This is an optimization exercise on Yosys and OpenROAD, whose aim is small area and a short achievable clock period, not a production implementation.
RTL that was checked went through simulation tests only; none was proved equivalent to the original.
Power is estimated from default activity; no workload was simulated.

main:
Design fft_mag_sq_frame, start of the top module:
module fft_mag_sq_frame
#(
  parameter  int FFT_LEN = 64,
  localparam int IDX_W   = $clog2(FFT_LEN)
) (
  input  logic             aclk,
  input  logic             areset,
  input  logic [31:0]      slave_tdata,
  input  logic             slave_tvalid,
  output logic             slave_tready,
  output logic [31:0]      master_tdata,
  output logic             master_tvalid,
  input  logic             master_tready,
  output logic             master_tlast,
  output logic [IDX_W-1:0] peak_bin,
  output logic [31:0]      peak_mag,
  output logic             peak_valid
);
Size in the first run: roughly 1200 cells after synthesis, about 220 flip-flops, roughly 0.015 mm2 of cells after synthesis.
Settings: LEC_CHECK=0, ABC_CLOCK_PERIOD_IN_PS=3300, CAP_MARGIN=20, CORE_MARGIN=2, CORE_UTILIZATION=40, CTS_BUF_LIST=sky130_fd_sc_hd__clkbuf_8, CTS_CLUSTER_DIAMETER=50, CTS_CLUSTER_SIZE=16, SETUP_SLACK_MARGIN=3.5, SLEW_MARGIN=20, SYNTH_HIERARCHICAL=1, SYNTH_MINIMUM_KEEP_SIZE=0; clock period 7.0 ns.
standard.sh (not shown) runs the stock make flow with config.mk's settings and CLKGATE_MAP_FILE= SYNTH_SCRIPT=/design/flow/synth_recipe.tcl, a recipe that flattens the netlist after the stock synthesis.
==> flow/flow/run.sh <==
#!/bin/bash
set -euo pipefail
bash standard.sh "BUFFER_PORTS_ARGS=-buffer_cell sky130_fd_sc_hd__buf_1" finish > standard.log 2>&1
diff inputs: main => the feature branch
diff --git a/flow/design.v b/flow/design.v
--- a/flow/design.v
+++ b/flow/design.v
@@ -702,27 +702,25 @@
   assign upd_s = first_s || (mag_s > run_max_r);
   always_ff @(posedge aclk) begin
     if (hs_s && upd_s) begin
       run_max_r <= mag_s;
       run_bin_r <= bin_cnt_r;
     end
-  end
-  always_ff @(posedge aclk) begin
-    if (peak_valid_r) begin
-      peak_mag_r <= run_max_r;
-      peak_bin_r <= run_bin_r;
+    if (hs_s && last_s) begin
+      peak_mag_r <= upd_s ? mag_s : run_max_r;
+      peak_bin_r <= upd_s ? bin_cnt_r : run_bin_r;
     end
   end
   always_ff @(posedge aclk) begin
     if (areset) begin
       peak_valid_r <= 1'b0;
     end else begin
       peak_valid_r <= hs_s && last_s;
     end
   end
   assign master_tvalid = s3_valid_r;
   assign master_tdata  = mag_s;
   assign master_tlast  = last_s;
-  assign peak_bin      = peak_valid_r ? run_bin_r : peak_bin_r;
-  assign peak_mag      = peak_valid_r ? run_max_r : peak_mag_r;
+  assign peak_bin      = peak_bin_r;
+  assign peak_mag      = peak_mag_r;
   assign peak_valid    = peak_valid_r;
 endmodule
Notes after the runs:
In summary, the feature branch completed successfully, with a layout that passed the timing, DRC and antenna checks.
Lower placed wire-length estimate was reported by the feature branch, not main.
Relative to main, worst setup slack has gone up in the feature branch.
The feature branch: number of cells on the worst hold path 1 below main
Per the comparison of the feature branch with main, final cycle utilization of the critical path down 0.67 points; peak per-stage delay on the critical path down 0.33 ns.
The feature branch improves on main in final period demand of the worst path.
Amount of wire on met3 after detailed routing shrinks by a little under 10% when moving from main to the feature branch.
Per the comparison of the feature branch with main, maximum frequency increased by about 1.4% relative to the old numbers, layout-stage area growth over the synthesis result decreased by 0.37 points relative to the old numbers, design area increased by 2.1% relative to the old numbers, transition time at the pin with the least slew margin decreased by 0.087 ns relative to the old numbers, fraction of the yosys area taken by sequential cells increased by 1.6 points relative to the old numbers.
For the feature branch, only the layout was checked, not whether the RTL still works.

== the reference run ==
Another version of the RTL of fft_mag_sq_frame (not shown whole).
For scale: about 1200 cells after synthesis, ~220 flip-flops, about 110 I/O pins, about 15000 sq um of cells after synthesis.
export LEC_CHECK = 0
export ABC_CLOCK_PERIOD_IN_PS = 3000
export CAP_MARGIN = 20
export CORE_MARGIN = 2
export CORE_UTILIZATION = 55
export CTS_BUF_LIST = sky130_fd_sc_hd__clkbuf_8
export CTS_CLUSTER_DIAMETER = 50
export CTS_CLUSTER_SIZE = 16
export SETUP_SLACK_MARGIN = 3.75
export SLEW_MARGIN = 20
export SYNTH_HIERARCHICAL = 1
export SYNTH_MINIMUM_KEEP_SIZE = 0
export TNS_END_PERCENT = 5
create_clock -name core_clock -period 7.0 [get_ports {aclk}]
==> flow/flow/run.sh <==
#!/bin/bash
set -euo pipefail
bash standard.sh \
  "BUFFER_PORTS_ARGS=-buffer_cell sky130_fd_sc_hd__buf_1" \
  "CTS_ARGS=-sink_clustering_enable -repair_clock_nets -sink_clustering_size 16 -sink_clustering_max_diameter 50 -buf_list sky130_fd_sc_hd__clkbuf_8 -dont_use_dummy_load" \
  finish > standard.log 2>&1
No stage failed in the reference run, and the final checks on the layout all came back clean.
Inputs modified between the reference run and the trial run:
--- a/flow/design.v
+++ b/flow/design.v
@@ -636,17 +636,17 @@
   mag_fa u_lo185 (.a(fa171_s), .b(ha170_c), .c(lo184_c), .s(lo185_s), .co(lo185_c));
   wire lo186_s, lo186_c;
   mag_fa u_lo186 (.a(fa172_s), .b(fa171_c), .c(lo185_c), .s(lo186_s), .co(lo186_c));
   wire lo187_s, lo187_c;
   mag_fa u_lo187 (.a(fa173_s), .b(fa172_c), .c(lo186_c), .s(lo187_s), .co(lo187_c));
   wire lo188_s, lo188_c;
   mag_fa u_lo188 (.a(fa174_s), .b(fa173_c), .c(lo187_c), .s(lo188_s), .co(lo188_c));
   assign tree_bits_s = {lo188_c, ~tree_b_s[15], ~tree_a_s[15], fa169_c, fa168_c, fa169_s, ppb_13_14, fa167_c, fa168_s, fa143_c, fa166_c, fa167_s, fa141_c, fa166_s, fa165_c, fa139_c, fa164_c, fa165_s, fa137_c, fa164_s, fa163_c, fa137_s, fa162_c, fa163_s, fa135_s, fa161_c, fa162_s, fa131_c, fa160_c, fa161_s, fa129_c, fa160_s, fa159_c, fa127_c, fa159_s, fa158_c, fa127_s, fa158_s, fa157_c, fa123_c, fa157_s, fa156_c, fa123_s, fa182_c, fa156_s, fa121_s, fa155_c, fa181_c, fa182_s, fa180_c, fa181_s, fa179_c, fa180_s, fa178_c, fa179_s, fa177_c, fa178_s, fa176_c, fa177_s, fa175_c, fa176_s, fa174_c, fa175_s, lo188_s, lo187_s, lo186_s, lo185_s, lo184_s, lo183_c, lo183_s};
-  assign en_s         = master_tready;
+  assign en_s         = master_tready && !areset;
   assign slave_tready = master_tready;
   assign re_s     = slave_tdata[15:0];
   assign im_s     = slave_tdata[31:16];
   assign re_abs_s = re_s[15] ? (~re_s + 16'd1) : re_s;
   assign im_abs_s = im_s[15] ? (~im_s + 16'd1) : im_s;
   always_ff @(posedge aclk) begin
     if (areset) begin
       s1_valid_r <= 1'b0;
==> comparison <==
Looking at class of the most critical setup path, the in -> out result is from the reference run; the reg -> reg one comes from the trial run. The TritonCTS buffer count reported for the trial run is smaller than that of the reference run by about 3.4%. Between the trial run and the reference run, peak ir drop on the vdd network is lower for the reference run, the trial run comes in above that. The trial run and the reference run ended up with nearly the same share of the core filled with cells in the final layout. On die extent in x, the trial run tracks the reference run almost exactly. Between the trial run and the reference run, the design area does not differ in any meaningful way.
Only the layout flow was run in the trial run; the RTL was not checked for function there.

Another version of the RTL of fft_mag_sq_frame (not shown whole).
For scale: about 180 flip-flops, roughly 110 I/O pins, ~14,000 µm² of cells after synthesis.
make LEC_CHECK=0 ABC_CLOCK_PERIOD_IN_PS=3500 CAP_MARGIN=20 CORE_MARGIN=2 CORE_UTILIZATION=40 SETUP_SLACK_MARGIN=3.2 SLEW_MARGIN=20 SYNTH_HIERARCHICAL=1 SYNTH_MINIMUM_KEEP_SIZE=0 finish   # period 7.0 ns
run.sh (not shown) runs the stock make flow with config.mk's settings and CLKGATE_MAP_FILE= SYNTH_SCRIPT=/design/flow/synth_recipe.tcl, a recipe that flattens the netlist after the stock synthesis.
Stock flow here: none of the scripts above is used.
Rerun with:
--- a/flow/design.v
+++ b/flow/design.v
@@ -23,55 +23,58 @@
   output logic             slave_tready,
   output logic [31:0]      master_tdata,
   output logic             master_tvalid,
   input  logic             master_tready,
   output logic             master_tlast,
   output logic [IDX_W-1:0] peak_bin,
   output logic [31:0]      peak_mag,
   output logic             peak_valid
 );
   localparam logic [IDX_W-1:0] LAST_IDX = IDX_W'(FFT_LEN - 1);
   logic             en_s, hs_s, first_s, last_s, upd_s;
   logic [15:0]      re_s, im_s, re_abs_s, im_abs_s;
-  logic [31:0]      row0_s, row1_s, mag_s;
+  logic [31:0]      row0_s, row1_s, sum_s, mag_s;
   logic [15:0]      tree_a_s, tree_b_s;
   logic [31:0]      tree_row0_s, tree_row1_s;
-  logic             s1_valid_r, s2_valid_r;
+  logic             s1_valid_r, s2_valid_r, s3_valid_r;
   logic [15:0]      s1_re_r, s1_im_r;
-  logic [31:0]      s2_row0_r, s2_row1_r;
+  logic [31:0]      s2_row0_r, s2_row1_r, s3_mag_r;
   logic [IDX_W-1:0] bin_cnt_r;
   logic [31:0]      run_max_r, peak_mag_r;
   logic [IDX_W-1:0] run_bin_r, peak_bin_r;
   logic             peak_valid_r;
   assign en_s         = master_tready;
   assign slave_tready = master_tready;
   assign re_s     = slave_tdata[15:0];
   assign im_s     = slave_tdata[31:16];
   assign re_abs_s = re_s[15] ? (~re_s + 16'd1) : re_s;
   assign im_abs_s = im_s[15] ? (~im_s + 16'd1) : im_s;
   always_ff @(posedge aclk) begin
     if (areset) begin
       s1_valid_r <= 1'b0;
       s2_valid_r <= 1'b0;
+      s3_valid_r <= 1'b0;
     end else if (en_s) begin
       s1_valid_r <= slave_tvalid;
       s2_valid_r <= s1_valid_r;
+      s3_valid_r <= s2_valid_r;
     end
   end
   always_ff @(posedge aclk) begin
     if (en_s) begin
       s1_re_r   <= re_abs_s;
       s1_im_r   <= im_abs_s;
       s2_row0_r <= row0_s;
       s2_row1_r <= row1_s;
+      s3_mag_r  <= sum_s;
     end
   end
   assign tree_a_s = s1_re_r;
   assign tree_b_s = s1_im_r;
   assign row0_s   = tree_row0_s;
   assign row1_s   = tree_row1_s;
   wire ppa_0_1 = ~(tree_a_s[0] & tree_a_s[1]);
   wire ppa_0_2 = ~(tree_a_s[0] & tree_a_s[2]);
   wire ppa_0_3 = ~(tree_a_s[0] & tree_a_s[3]);
   wire ppa_0_4 = ~(tree_a_s[0] & tree_a_s[4]);
   wire ppa_0_5 = ~(tree_a_s[0] & tree_a_s[5]);
   wire ppa_0_6 = ~(tree_a_s[0] & tree_a_s[6]);
@@ -666,26 +669,27 @@
   wire fa192_s, fa192_c;
   mag_fa u_fa192 (.a(fa137_c), .b(fa165_s), .c(fa164_c), .s(fa192_s), .co(fa192_c));
   wire fa193_s, fa193_c;
   mag_fa u_fa193 (.a(fa139_c), .b(fa165_c), .c(fa166_s), .s(fa193_s), .co(fa193_c));
   wire fa194_s, fa194_c;
   mag_fa u_fa194 (.a(fa141_c), .b(fa167_s), .c(fa166_c), .s(fa194_s), .co(fa194_c));
   wire fa195_s, fa195_c;
   mag_fa u_fa195 (.a(fa143_c), .b(fa168_s), .c(fa167_c), .s(fa195_s), .co(fa195_c));
   wire fa196_s, fa196_c;
   mag_fa u_fa196 (.a(ppb_13_14), .b(fa169_s), .c(fa168_c), .s(fa196_s), .co(fa196_c));
   assign tree_row0_s = {1'b1, ~tree_a_s[15], fa169_c, fa196_s, fa195_s, fa194_s, fa193_s, fa192_s, fa191_s, fa190_s, fa189_s, fa188_s, fa187_s, fa186_s, fa185_s, fa184_s, fa183_s, fa182_s, fa181_s, fa180_s, fa179_s, fa178_s, fa177_s, fa176_s, fa175_s, fa174_s, fa173_s, fa172_s, fa171_s, ha170_s, 1'b1, ~tree_a_s[0]};
   assign tree_row1_s = {1'b1, ~tree_b_s[15], fa196_c, fa195_c, fa194_c, fa193_c, fa192_c, fa191_c, fa190_c, fa189_c, fa188_c, fa187_c, fa186_c, fa185_c, fa184_c, fa183_c, fa182_c, fa181_c, fa180_c, fa179_c, fa178_c, fa177_c, fa176_c, fa175_c, fa174_c, fa173_c, fa172_c, fa171_c, ha170_c, ha144_s, 1'b1, ~tree_b_s[0]};
-  assign mag_s = ~(s2_row0_r + s2_row1_r + 32'd1);
-  assign hs_s    = s2_valid_r && master_tready;
+  assign sum_s = ~(s2_row0_r + s2_row1_r + 32'd1);
+  assign mag_s = s3_mag_r;
+  assign hs_s    = s3_valid_r && master_tready;
   assign first_s = (bin_cnt_r == {IDX_W{1'b0}});
   assign last_s  = (bin_cnt_r == LAST_IDX);
   always_ff @(posedge aclk) begin
     if (areset) begin
       bin_cnt_r <= {IDX_W{1'b0}};
     end else if (hs_s) begin
       bin_cnt_r <= bin_cnt_r + IDX_W'(1);
     end
   end
   assign upd_s = first_s || (mag_s > run_max_r);
   always_ff @(posedge aclk) begin
     if (hs_s && upd_s) begin
@@ -695,19 +699,19 @@
     if (hs_s && last_s) begin
       peak_mag_r <= upd_s ? mag_s : run_max_r;
       peak_bin_r <= upd_s ? bin_cnt_r : run_bin_r;
     end
   end
   always_ff @(posedge aclk) begin
     if (areset) begin
       peak_valid_r <= 1'b0;
     end else begin
       peak_valid_r <= hs_s && last_s;
     end
   end
-  assign master_tvalid = s2_valid_r;
+  assign master_tvalid = s3_valid_r;
   assign master_tdata  = mag_s;
   assign master_tlast  = last_s;
   assign peak_bin      = peak_bin_r;
   assign peak_mag      = peak_mag_r;
   assign peak_valid    = peak_valid_r;
 endmodule
Count of clock-buffer cells in the layout grows by 17.
Clock power is higher by 26%.
Hold slack degrades by 0.013 ns.
Sequential share of layout area rose by 4.7 points.
Worst setup slack is better by 0.98 ns.
Total power is lower by 23%.
Utilization goes down by 5.0 points.
Via count rose by 8.3%.
Register-to-register slack is better by 0.98 ns.
Wire length fell by 0.30%.
Cell count climbs by 6.9%.
Die area increases by 13%.
No run of this note included a check of the RTL's function; only the layout flow was run.

run R:
fft_mag_sq_frame with an RTL version that a note above also has.
Size in the first run: about 110 I/O pins.
clock: 7.0 ns
lec_check: 0
abc_clock_period_in_ps: 3000
cap_margin: 20
core_margin: 2
core_utilization: 40
cts_buf_list: sky130_fd_sc_hd__clkbuf_8
cts_cluster_diameter: 50
cts_cluster_size: 16
setup_slack_margin: 3.85
slew_margin: 20
synth_hierarchical: 1
synth_minimum_keep_size: 0
tns_end_percent: 5
standard.sh (not shown) runs the stock make flow with config.mk's settings and CLKGATE_MAP_FILE= SYNTH_SCRIPT=/design/flow/synth_recipe.tcl, a recipe that flattens the netlist after the stock synthesis.
Scripts as last shown in full above: flow/flow/run.sh
For run D, these inputs were changed with respect to run R:
--- a/flow/design.v
+++ b/flow/design.v
@@ -3,51 +3,43 @@
 endpackage
 module mag_fa (
   input  logic a,
   input  logic b,
   input  logic c,
   output logic s,
   output logic co
 );
   assign s  = a ^ b ^ c;
   assign co = (a & b) | (a & c) | (b & c);
 endmodule
-module mag_hold (
-  input  logic        en,
-  input  logic [15:0] d,
-  input  logic [15:0] q,
-  output logic [15:0] y
-);
-  assign y = en ? d : q;
-endmodule
 module fft_mag_sq_frame
 #(
   parameter  int FFT_LEN = 64,
   localparam int IDX_W   = $clog2(FFT_LEN)
 ) (
   input  logic             aclk,
   input  logic             areset,
   input  logic [31:0]      slave_tdata,
   input  logic             slave_tvalid,
   output logic             slave_tready,
   output logic [31:0]      master_tdata,
   output logic             master_tvalid,
   input  logic             master_tready,
   output logic             master_tlast,
   output logic [IDX_W-1:0] peak_bin,
   output logic [31:0]      peak_mag,
   output logic             peak_valid
 );
   localparam logic [IDX_W-1:0] LAST_IDX = IDX_W'(FFT_LEN - 1);
   logic             en_s, hs_s, first_s, last_s, upd_s;
-  logic [15:0]      re_s, im_s, re_abs_s, im_abs_s, re_hold_s, im_hold_s;
+  logic [15:0]      re_s, im_s, re_abs_s, im_abs_s;
   logic [31:0]      sum_s, mag_s;
   logic [15:0]      tree_a_s, tree_b_s;
   logic             s1_valid_r, s2_valid_r, s3_valid_r;
   logic [15:0]      s1_re_r, s1_im_r;
   logic [31:0]      s3_mag_r;
   logic [IDX_W-1:0] bin_cnt_r;
   logic [31:0]      run_max_r, peak_mag_r;
   logic [IDX_W-1:0] run_bin_r, peak_bin_r;
   logic             peak_valid_r;
   assign tree_a_s = s1_re_r;
   assign tree_b_s = s1_im_r;
@@ -650,30 +642,26 @@
   always_ff @(posedge aclk) begin
     if (areset) begin
       s1_valid_r <= 1'b0;
       s2_valid_r <= 1'b0;
       s3_valid_r <= 1'b0;
     end else if (en_s) begin
       s1_valid_r <= slave_tvalid;
       s2_valid_r <= s1_valid_r;
       s3_valid_r <= s2_valid_r;
     end
   end
-  mag_hold u_re_hold (.en(en_s), .d(re_abs_s), .q(s1_re_r), .y(re_hold_s));
-  mag_hold u_im_hold (.en(en_s), .d(im_abs_s), .q(s1_im_r), .y(im_hold_s));
-  always_ff @(posedge aclk) begin
-    s1_re_r <= re_hold_s;
-    s1_im_r <= im_hold_s;
-  end
   always_ff @(posedge aclk) begin
     if (en_s) begin
+      s1_re_r   <= re_abs_s;
+      s1_im_r   <= im_abs_s;
       s2_bits_r <= tree_bits_s;
       s3_mag_r  <= sum_s;
     end
   end
   wire pf189_s, pf189_c;
   mag_fa u_pf189 (.a(s2_bits_r[23]), .b(s2_bits_r[24]), .c(s2_bits_r[25]), .s(pf189_s), .co(pf189_c));
   wire pf190_s, pf190_c;
   mag_fa u_pf190 (.a(s2_bits_r[27]), .b(s2_bits_r[28]), .c(s2_bits_r[29]), .s(pf190_s), .co(pf190_c));
   wire pf191_s, pf191_c;
   mag_fa u_pf191 (.a(s2_bits_r[30]), .b(s2_bits_r[31]), .c(s2_bits_r[32]), .s(pf191_s), .co(pf191_c));
   wire pf192_s, pf192_c;
[summary]
Run R has lower via count than run D.
Relative area change from synthesis to final layout: run D vs run R up 2.1 points
Compared with run R, in run D final cycle utilization of the critical path now sits higher, final estimated routing congestion in global placement now sits lower, full die area now sits lower, maximum vdd ir drop now sits lower, mean area per synthesized cell now sits higher.
From run R to run D the numbers moved as follows: area of the multi-input gates shrank by 5.0%, clock power grew by about 2%, sequential fraction of design power grew by 1.9 points, die span in x shrank by 0.61%, clock input transition at the sequential cells of the worst setup and hold paths grew by 0.02 ns.
Clock network area share: run R vs run D, no meaningful difference
Summary: final instance area, run D worse than run R

## re-timing with driven ports
In the flow no input, the clock included, has a driving cell. The finished layouts below were timed again as built, in two steps.
Step 1 sets driving cells, clkbuf_16 on the clock port and buf_2 on the other inputs (assumed; they add their load-dependent delay and slew).
Step 2, shift: input delay + t, output delay - t, t = (earliest + latest rising clock arrival at the registers) / 2. This alone moves slack from input paths to output paths.
Three values: no drivers, after step 1, after step 2; two values: the first two.
run | shift t [ns] | setup WS [ns] | worst setup path after step 2 | slew at the worst register clock pin (ns)
main | 0.635 | 3.554 / 3.554 / 3.554 | register to register | 0.09 / 0.09
the feature branch | 0.621 | 3.600 / 3.584 / 3.555 | input to register | 0.09 / 0.09
the reference run | 0.613 | 3.725 / 3.700 / 3.592 | input to register | 0.09 / 0.09
the trial run | 0.594 | 3.735 / 3.729 / 3.729 | input to output | 0.09 / 0.09
the first run of note 3 | 0.483 | 2.275 / 2.275 / 2.275 | register to register | 0.07 / 0.07
the second run of note 3 | 0.587 | 3.254 / 3.254 / 3.248 | input to register | 0.06 / 0.06
run R | 0.595 | 3.724 / 3.709 / 3.412 | input to register | 0.10 / 0.10
run D | 0.598 | 3.701 / 3.701 / 3.637 | input to register | 0.09 / 0.09
After both steps setup and hold are still met in every run listed. The setup slack of run R, which loses most, moves by -0.015 ns with the drivers and by -0.312 ns with both steps.
